What follows belongs to an exercise in optimizing a design on an open flow for small area and a short achievable clock period; a production flow would make more cautious choices.
Only simulation tests tie the RTL to the original design; equivalence was not proved.
Power is estimated from default activity; no workload was simulated.

==> flow/design.v <==
`timescale 1ns / 1ps
`default_nettype none
package crcfr_pkg;
	localparam logic [31:0] CRC_POLY = 32'hEDB8_8320;
	localparam logic [31:0] CRC_INIT = 32'hFFFF_FFFF;
	localparam logic [31:0] CRC_RESIDUE  = 32'hDEBB_20E3;
	localparam logic [7:0]  RES_LOW_KEY  = 8'hED;
	localparam logic [23:0] RES_HIGH_KEY = 24'h00BE26;
	localparam logic [15:0] RES_PRE_KEY  = 16'hBE26;
	localparam logic [7:0] TYPE_INPUT = 8'h01;
	localparam logic [7:0] TYPE_EMPTY = 8'h02;
	localparam logic [2:0] STATUS_OK        = 3'd0;
	localparam logic [2:0] STATUS_SHORT     = 3'd1;
	localparam logic [2:0] STATUS_BAD_MAGIC = 3'd2;
	localparam logic [2:0] STATUS_BAD_CRC   = 3'd3;
	localparam logic [2:0] STATUS_EMPTY     = 3'd4;
	localparam logic [2:0] STATUS_TOO_LONG  = 3'd5;
	function automatic logic [31:0] crc32_byte(input logic [31:0] crc, input logic [7:0] b);
		logic [31:0] c;
		c = crc ^ {24'd0, b};
		for (int i = 0; i < 8; i++) begin
			c = c[0] ? ((c >> 1) ^ CRC_POLY) : (c >> 1);
		end
		crc32_byte = c;
	endfunction
endpackage
`default_nettype wire
`timescale 1ns / 1ps
`default_nettype none
module crcfr_frame_state (
	input  wire logic        in_valid,
	input  wire logic        out_ready,
	input  wire logic        out_valid_q,
	input  wire logic        mid,          
	input  wire logic [7:0]  data_byte,
	input  wire logic        last_byte,
	input  wire logic [7:0]  crc_lo,       
	input  wire logic        pre_in,       
	input  wire logic [2:0]  pre_status,   
	input  wire logic [32:0] at,           
	output logic             in_ready,
	output logic             in_xfer,
	output logic             drop_hdr,     
	output logic [2:0]       stat,
	output logic [7:0]       fill,
	output logic [32:0]      wr
);
	logic lo_match, xlast, keep_hdr, keep_in;
	logic pre_chk, pre_ok;
	assign pre_chk  = (pre_status == crcfr_pkg::STATUS_OK)
	               || (pre_status == crcfr_pkg::STATUS_EMPTY);
	assign pre_ok   = (pre_status == crcfr_pkg::STATUS_OK);
	assign in_ready = !out_valid_q || out_ready;
	assign in_xfer  = in_valid && in_ready;
	assign xlast    = in_xfer && last_byte;
	assign lo_match = ((crc_lo ^ data_byte) == crcfr_pkg::RES_LOW_KEY);
	assign keep_hdr = mid && pre_ok && lo_match;
	assign keep_in  = mid && pre_in && lo_match;
	assign drop_hdr = last_byte && !keep_hdr;
	assign stat     = !mid ? crcfr_pkg::STATUS_SHORT
	                : (pre_chk && !lo_match) ? crcfr_pkg::STATUS_BAD_CRC : pre_status;
	assign fill     = last_byte ? 8'd0 : data_byte;
	for (genvar k = 0; k <= 32; k++) begin : g_wr
		if (k >= 17) begin : g_in
			assign wr[k] = (in_xfer && at[k]) || (xlast && !keep_in);
		end else begin : g_hdr
			assign wr[k] = (in_xfer && at[k]) || (xlast && !keep_hdr);
		end
	end
endmodule
`default_nettype wire
`timescale 1ns / 1ps
`default_nettype none
module crc_frame_receiver_core (
	input  wire logic               clk,
	input  wire logic               arst_n,
	input  wire logic               magic_wr_en,
	input  wire logic [15:0]        magic_wr_data,
	input  wire logic               in_valid,
	output logic                    in_ready,
	input  wire logic [7:0]         data_byte,
	input  wire logic               last_byte,
	output logic                    out_valid,
	input  wire logic               out_ready,
	output logic [2:0]              status,
	output logic [7:0]              msg_type,
	output logic [31:0]             seq_number,
	output logic [63:0]             timestamp_bits,
	output logic [63:0]             keys_low,
	output logic [15:0]             keys_high,
	output logic signed [15:0]      cursor_dx,
	output logic signed [15:0]      cursor_dy,
	output logic [7:0]              buttons,
	output logic signed [7:0]       scroll,
	output logic [10:0]             payload_length
);
	localparam logic [10:0] CNT_BYTE0 = 11'd2027;
	logic [15:0]  magic_q;
	logic         out_valid_q;
	logic         mid_q;
	logic [10:0]  cnt_q;
	logic         nx_long_q;
	logic         magic_ok_q;
	logic [31:0]  crc_q;
	logic         pre_in_q;
	logic [2:0]   pre_status_q;
	logic [7:0]   type_q;
	logic [31:0]  seq_q;
	logic [63:0]  time_q;
	logic [79:0]  keys_q;
	logic [15:0]  dx_q;
	logic [15:0]  dy_q;
	logic [7:0]   buttons_q;
	logic [7:0]   scroll_q;
	logic         in_xfer;
	logic         first;
	logic [32:0]  at;
	logic [10:0]  cnt_inc;
	logic         long_c;
	logic         long_n, lt21_n, lt37_n, eq21_n;
	logic         magic_ok_n;
	logic [7:0]   type_n;
	logic         is_input_n, is_empty_n;
	logic         crc_hi_ok_n;
	logic [31:0]  crc_nxt;
	logic         pre_ok_n;
	logic [2:0]   pre_status_n;
	logic [2:0]   stat_c;
	logic         drop_hdr;
	logic [7:0]   fill;
	logic [32:0]  wr;
	assign first = !mid_q;
	assign at[0] = first;
	for (genvar k = 1; k <= 32; k++) begin : g_at
		assign at[k] = mid_q && (cnt_q == 11'((k + 2027) % 2048));
	end
	assign cnt_inc  = (first ? CNT_BYTE0 : cnt_q) + 11'd1;
	assign long_c   = mid_q && nx_long_q;
	assign crc_nxt = crcfr_pkg::crc32_byte(first ? crcfr_pkg::CRC_INIT : crc_q, data_byte);
	assign long_n      = long_c || (mid_q && cnt_q == 11'd2026);
	assign lt21_n      = first || (cnt_q >= 11'd2027 && cnt_q <= 11'd2045);
	assign lt37_n      = first || cnt_q >= 11'd2027 || cnt_q <= 11'd13;
	assign eq21_n      = mid_q && cnt_q == 11'd2046;
	assign magic_ok_n  = at[0] ? (data_byte == magic_q[7:0])
	                   : at[1] ? (magic_ok_q && data_byte == magic_q[15:8]) : magic_ok_q;
	assign type_n      = at[3] ? data_byte : type_q;
	assign is_input_n  = (type_n == crcfr_pkg::TYPE_INPUT);
	assign is_empty_n  = (type_n == crcfr_pkg::TYPE_EMPTY);
	assign crc_hi_ok_n = mid_q && data_byte == crc_q[7:0]
	                  && crc_q[31:16] == crcfr_pkg::RES_PRE_KEY;
	always_comb begin
		if (long_n) begin
			pre_status_n = crcfr_pkg::STATUS_TOO_LONG;
		end else if (lt21_n || (is_input_n && lt37_n)) begin
			pre_status_n = crcfr_pkg::STATUS_SHORT;
		end else if (!magic_ok_n) begin
			pre_status_n = crcfr_pkg::STATUS_BAD_MAGIC;
		end else if (!crc_hi_ok_n) begin
			pre_status_n = crcfr_pkg::STATUS_BAD_CRC;
		end else begin
			if (is_empty_n && eq21_n) begin
				pre_status_n = crcfr_pkg::STATUS_EMPTY;
			end else begin
				pre_status_n = crcfr_pkg::STATUS_OK;
			end
		end
	end
	assign pre_ok_n = (pre_status_n == crcfr_pkg::STATUS_OK);
	crcfr_frame_state u_xfer (
		.in_valid    (in_valid),
		.out_ready   (out_ready),
		.out_valid_q (out_valid_q),
		.mid         (mid_q),
		.data_byte   (data_byte),
		.last_byte   (last_byte),
		.crc_lo      (crc_q[7:0]),
		.pre_in      (pre_in_q),
		.pre_status  (pre_status_q),
		.at          (at),
		.in_ready    (in_ready),
		.in_xfer     (in_xfer),
		.drop_hdr    (drop_hdr),
		.stat        (stat_c),
		.fill        (fill),
		.wr          (wr)
	);
	always_ff @(posedge clk or negedge arst_n) begin
		if (!arst_n) begin
			magic_q <= '0;
		end else if (magic_wr_en) begin
			magic_q <= magic_wr_data;
		end
	end
	always_ff @(posedge clk or negedge arst_n) begin
		if (!arst_n) begin
			out_valid_q <= 1'b0;
		end else if (in_xfer && last_byte) begin
			out_valid_q <= 1'b1;
		end else if (out_ready) begin
			out_valid_q <= 1'b0;
		end
	end
	always_ff @(posedge clk or negedge arst_n) begin
		if (!arst_n) begin
			mid_q <= 1'b0;
		end else if (in_xfer) begin
			mid_q <= !last_byte;
		end
	end
	always_ff @(posedge clk) begin
		if (in_xfer) begin
			cnt_q       <= drop_hdr ? 11'd0 : cnt_inc;
			nx_long_q    <= long_n;
			crc_q        <= crc_nxt;
			magic_ok_q   <= magic_ok_n;
			pre_in_q     <= pre_ok_n && is_input_n;
			pre_status_q <= last_byte ? stat_c : pre_status_n;
		end
	end
	always_ff @(posedge clk) begin
		if (wr[3]) type_q <= fill;
		for (int i = 0; i < 4; i++) begin
			if (wr[5 + i]) seq_q[8*i +: 8] <= fill;
		end
		for (int i = 0; i < 8; i++) begin
			if (wr[9 + i]) time_q[8*i +: 8] <= fill;
		end
		for (int i = 0; i < 10; i++) begin
			if (wr[17 + i]) keys_q[8*i +: 8] <= fill;
		end
		for (int i = 0; i < 2; i++) begin
			if (wr[27 + i]) dx_q[8*i +: 8] <= fill;
			if (wr[29 + i]) dy_q[8*i +: 8] <= fill;
		end
		if (wr[31]) buttons_q <= fill;
		if (wr[32]) scroll_q  <= fill;
	end
	assign out_valid      = out_valid_q;
	assign status         = pre_status_q;
	assign msg_type       = type_q;
	assign seq_number     = seq_q;
	assign timestamp_bits = time_q;
	assign payload_length = cnt_q;
	assign keys_low       = keys_q[63:0];
	assign keys_high      = keys_q[79:64];
	assign cursor_dx      = dx_q;
	assign cursor_dy      = dy_q;
	assign buttons        = buttons_q;
	assign scroll         = scroll_q;
endmodule
`default_nettype wire
==> flow/config.mk <==
export PLATFORM = sky130hd
export DESIGN_NAME = crc_frame_receiver_core
export DESIGN_NICKNAME = crc_frame_receiver_core
export VERILOG_FILES = /design/flow/design.v
export SDC_FILE = /design/flow/constraint.sdc
export NUM_CORES = 4
export LEC_CHECK = 0
export CAP_MARGIN = 20
export CORE_MARGIN = 2
export CORE_UTILIZATION = 40
export GPL_TIMING_DRIVEN = 0
export SETUP_SLACK_MARGIN = 2.75
export SLEW_MARGIN = 20
export TNS_END_PERCENT = 30
==> flow/constraint.sdc <==
create_clock -name core_clock -period 5.0 [get_ports {clk}]
set_input_delay 1.0000 -clock core_clock [delete_from_list [all_inputs] [get_ports {clk}]]
set_output_delay 1.0000 -clock core_clock [all_outputs]
set_load 0.01 [all_outputs]
standard.sh (not shown) runs the stock make flow with config.mk's settings and CLKGATE_MAP_FILE= SYNTH_SCRIPT=/design/flow/synth_recipe.tcl, a recipe that flattens the netlist after the stock synthesis.
==> flow/flow/run.sh <==
#!/bin/bash
# Layout: the standard ORFS flow (standard.sh, which also runs the
# standard synthesis), with changes made through ORFS's own variables:
# - DONT_USE_CELLS is the platform's own list plus the cells in
#   flow/dont_use.txt (delay cells, and the non-inverting AND/OR-type gates,
#   so that synthesis and the resizer build the logic from inverting gates);
# - buffer_ports inserts sky130_fd_sc_hd__buf_1 as every port's buffer (the
#   resizer may still upsize them);
# - clock tree synthesis inserts no dummy loads, with clkbuf_8 buffers and
#   sink clusters of at most 16 flip-flops within 60 um.
# Each tool's full output is in standard_flow.log here and in ORFS's logs
# under orfs/logs.
set -euo pipefail
dont_use=$(grep -v '^#' flow/dont_use.txt | tr '\n' ' ')
export BUFFER_PORTS_ARGS="-buffer_cell sky130_fd_sc_hd__buf_1"
export CTS_ARGS="-sink_clustering_enable -repair_clock_nets -buf_list sky130_fd_sc_hd__clkbuf_8 -dont_use_dummy_load -sink_clustering_size 16 -sink_clustering_max_diameter 60"
bash standard.sh "DONT_USE_CELLS=$dont_use" finish > standard_flow.log 2>&1
Other scripts of this flow, unchanged in this note and not shown: flow/flow/dont_use.txt
==> next run, changes <==
- GPL_TIMING_DRIVEN: 0 -> unset
Via count rises by 2.0%.
Non-clock buffer count rises by 20.
Die area stays the same.
Wire length is higher by 5.3%.
Clock skew increases by 12 ps.
First-iteration DRC count grows by 11%.
Power is about the same.
Sequential share of layout area rises by 0.65 points.
==> next run, changes <==
--- a/flow/flow/run.sh
+++ b/flow/flow/run.sh
@@ -8,2 +8,4 @@
 #   resizer may still upsize them);
+# - before global routing, flow/pre_grt.tcl upsizes the buffers on the
+#   combinational path from out_ready to in_ready;
 # - clock tree synthesis inserts no dummy loads, with clkbuf_8 buffers and
@@ -16,2 +18,3 @@
 export CTS_ARGS="-sink_clustering_enable -repair_clock_nets -buf_list sky130_fd_sc_hd__clkbuf_8 -dont_use_dummy_load -sink_clustering_size 16 -sink_clustering_max_diameter 60"
+export PRE_GLOBAL_ROUTE_TCL="$PWD/flow/pre_grt.tcl"
 bash standard.sh "DONT_USE_CELLS=$dont_use" finish > standard_flow.log 2>&1
==> flow/flow/pre_grt.tcl (new file) <==
# Upsize the cells on the combinational path from out_ready to in_ready
# (the port's input buffer, the gate, and in_ready's output buffer).
proc my_upsize {inst cell} {
  set master [get_lib_cells */$cell]
  if { $master != "" && [get_property [get_cells $inst] ref_name] != $cell } {
    puts "upsize [get_full_name [get_cells $inst]] to $cell"
    replace_cell [get_cells $inst] $master
  }
}
set ibuf ""
foreach p [get_pins -of_objects [get_nets out_ready]] {
  if { [get_property $p direction] == "input" } { set ibuf [get_cells -of_objects $p] }
}
set obuf ""
foreach p [get_pins -of_objects [get_nets in_ready]] {
  if { [get_property $p direction] == "output" } { set obuf [get_cells -of_objects $p] }
}
set gate ""
foreach p [get_pins -of_objects [get_nets -of_objects [get_pins -of_objects $obuf -filter "direction==input"]]] {
  if { [get_property $p direction] == "output" } { set gate [get_cells -of_objects $p] }
}
puts "out_ready buffer [get_full_name $ibuf] [get_property $ibuf ref_name]"
puts "in_ready gate [get_full_name $gate] [get_property $gate ref_name]"
puts "in_ready buffer [get_full_name $obuf] [get_property $obuf ref_name]"
my_upsize $ibuf sky130_fd_sc_hd__buf_4
my_upsize $obuf sky130_fd_sc_hd__buf_4
After rerunning: Cell area rose by 0.32%. Count of clock-buffer cells in the layout is unchanged. Total power hardly moves. Worst setup slack gets worse by 33 ps.

========
Setup of job 101:
crc_frame_receiver_core, a different RTL version from the one above (not shown whole).
Size: about 280 I/O pins, ~12000 um^2 of cells after synthesis.
clock: 5.0 ns
lec_check: 0
cap_margin: 20
core_margin: 2
core_utilization: 55
setup_slack_margin: 2.65
slew_margin: 20
tns_end_percent: 10
==> flow/flow/run.sh <==
#!/bin/bash
# Layout: the standard ORFS flow (standard.sh, which also runs the
# standard synthesis), with changes made through ORFS's own variables:
# - buffer_ports inserts sky130_fd_sc_hd__buf_1 as every port's buffer (the
#   resizer may still upsize them);
# - the resizer may not use the delay cells (only needed for hold fixing,
#   which this design does not need);
# - clock tree synthesis inserts no dummy loads, with clkbuf_8 buffers and
#   sink clusters of at most 16 flip-flops within 60 um.
# Each tool's full output is in standard_flow.log here and in ORFS's logs
# under orfs/logs.
set -euo pipefail
export BUFFER_PORTS_ARGS="-buffer_cell sky130_fd_sc_hd__buf_1"
export DONT_USE_CELLS="sky130_fd_sc_hd__clkdlybuf4s15_1 sky130_fd_sc_hd__clkdlybuf4s15_2 sky130_fd_sc_hd__clkdlybuf4s18_1 sky130_fd_sc_hd__clkdlybuf4s18_2 sky130_fd_sc_hd__clkdlybuf4s25_1 sky130_fd_sc_hd__clkdlybuf4s25_2 sky130_fd_sc_hd__clkdlybuf4s50_1 sky130_fd_sc_hd__clkdlybuf4s50_2 sky130_fd_sc_hd__dlygate4sd1_1 sky130_fd_sc_hd__dlygate4sd2_1 sky130_fd_sc_hd__dlygate4sd3_1 sky130_fd_sc_hd__dlymetal6s2s_1 sky130_fd_sc_hd__dlymetal6s4s_1 sky130_fd_sc_hd__dlymetal6s6s_1"
export CTS_ARGS="-sink_clustering_enable -repair_clock_nets -buf_list sky130_fd_sc_hd__clkbuf_8 -dont_use_dummy_load -sink_clustering_size 16 -sink_clustering_max_diameter 60"
bash standard.sh > standard_flow.log 2>&1
Relative to job 101, the following input files were edited for job 102:
- CORE_UTILIZATION changed from 55 to 40
- SETUP_SLACK_MARGIN changed from 2.65 to 2.75
- TNS_END_PERCENT changed from 10 to 20
Results
Going from job 101 to job 102, detailed-route wire length on metal 1 grows by about 10%. Across both runs, combinational share of power was lower for job 102 than for job 101. Worst hold slack: job 102 and job 101 compared, higher one is job 101. Switching share of total power: job 102 vs job 101, no meaningful difference. Between job 102 and job 101, the register area share after synthesis does not differ in any meaningful way. Diff job 101 -> job 102: routed wirelength normalized by instance count decreased by 0.83 um relative to the old numbers, area of all placed cells without fillers went up 410 um^2, clock period minus worst slack lost 0.083 ns, total die area has increased, first-pass GRT wire length rose about 6.5%.

what the ideal ports hide:
How much do the figures lean on ideal ports? The routed layouts below were timed once more, with nothing changed but the port constraints.
Step 1 assumes that a clkbuf_16 drives the clock port and a buf_2 every other input.
Step 2, shift: input delay + t, output delay - t, t = (earliest + latest rising clock arrival at the registers) / 2. This alone moves slack from input paths to output paths.
Three values: no drivers, after step 1, after step 2; two values: the first two.
| run | t (ns) | setup WS [ns] | worst register clock-pin slew, ns |
|---|---|---|---|
| the first run of note 1 | 0.595 | 2.650 / 2.629 / 2.182 | 0.10 / 0.10 |
| the second run of note 1 | 0.594 | 2.656 / 2.635 / 2.114 | 0.10 / 0.10 |
| the third run of note 1 | 0.596 | 2.622 / 2.598 / 2.091 | 0.10 / 0.10 |
| job 101 | 0.577 | 2.419 / 2.441 / 1.864 | 0.10 / 0.10 |
| job 102 | 0.598 | 2.502 / 2.524 / 1.927 | 0.10 / 0.10 |
After both steps setup and hold are still met in every run listed. The setup slack of job 102, which loses most, moves by +0.022 ns with the drivers and by -0.575 ns with both steps.
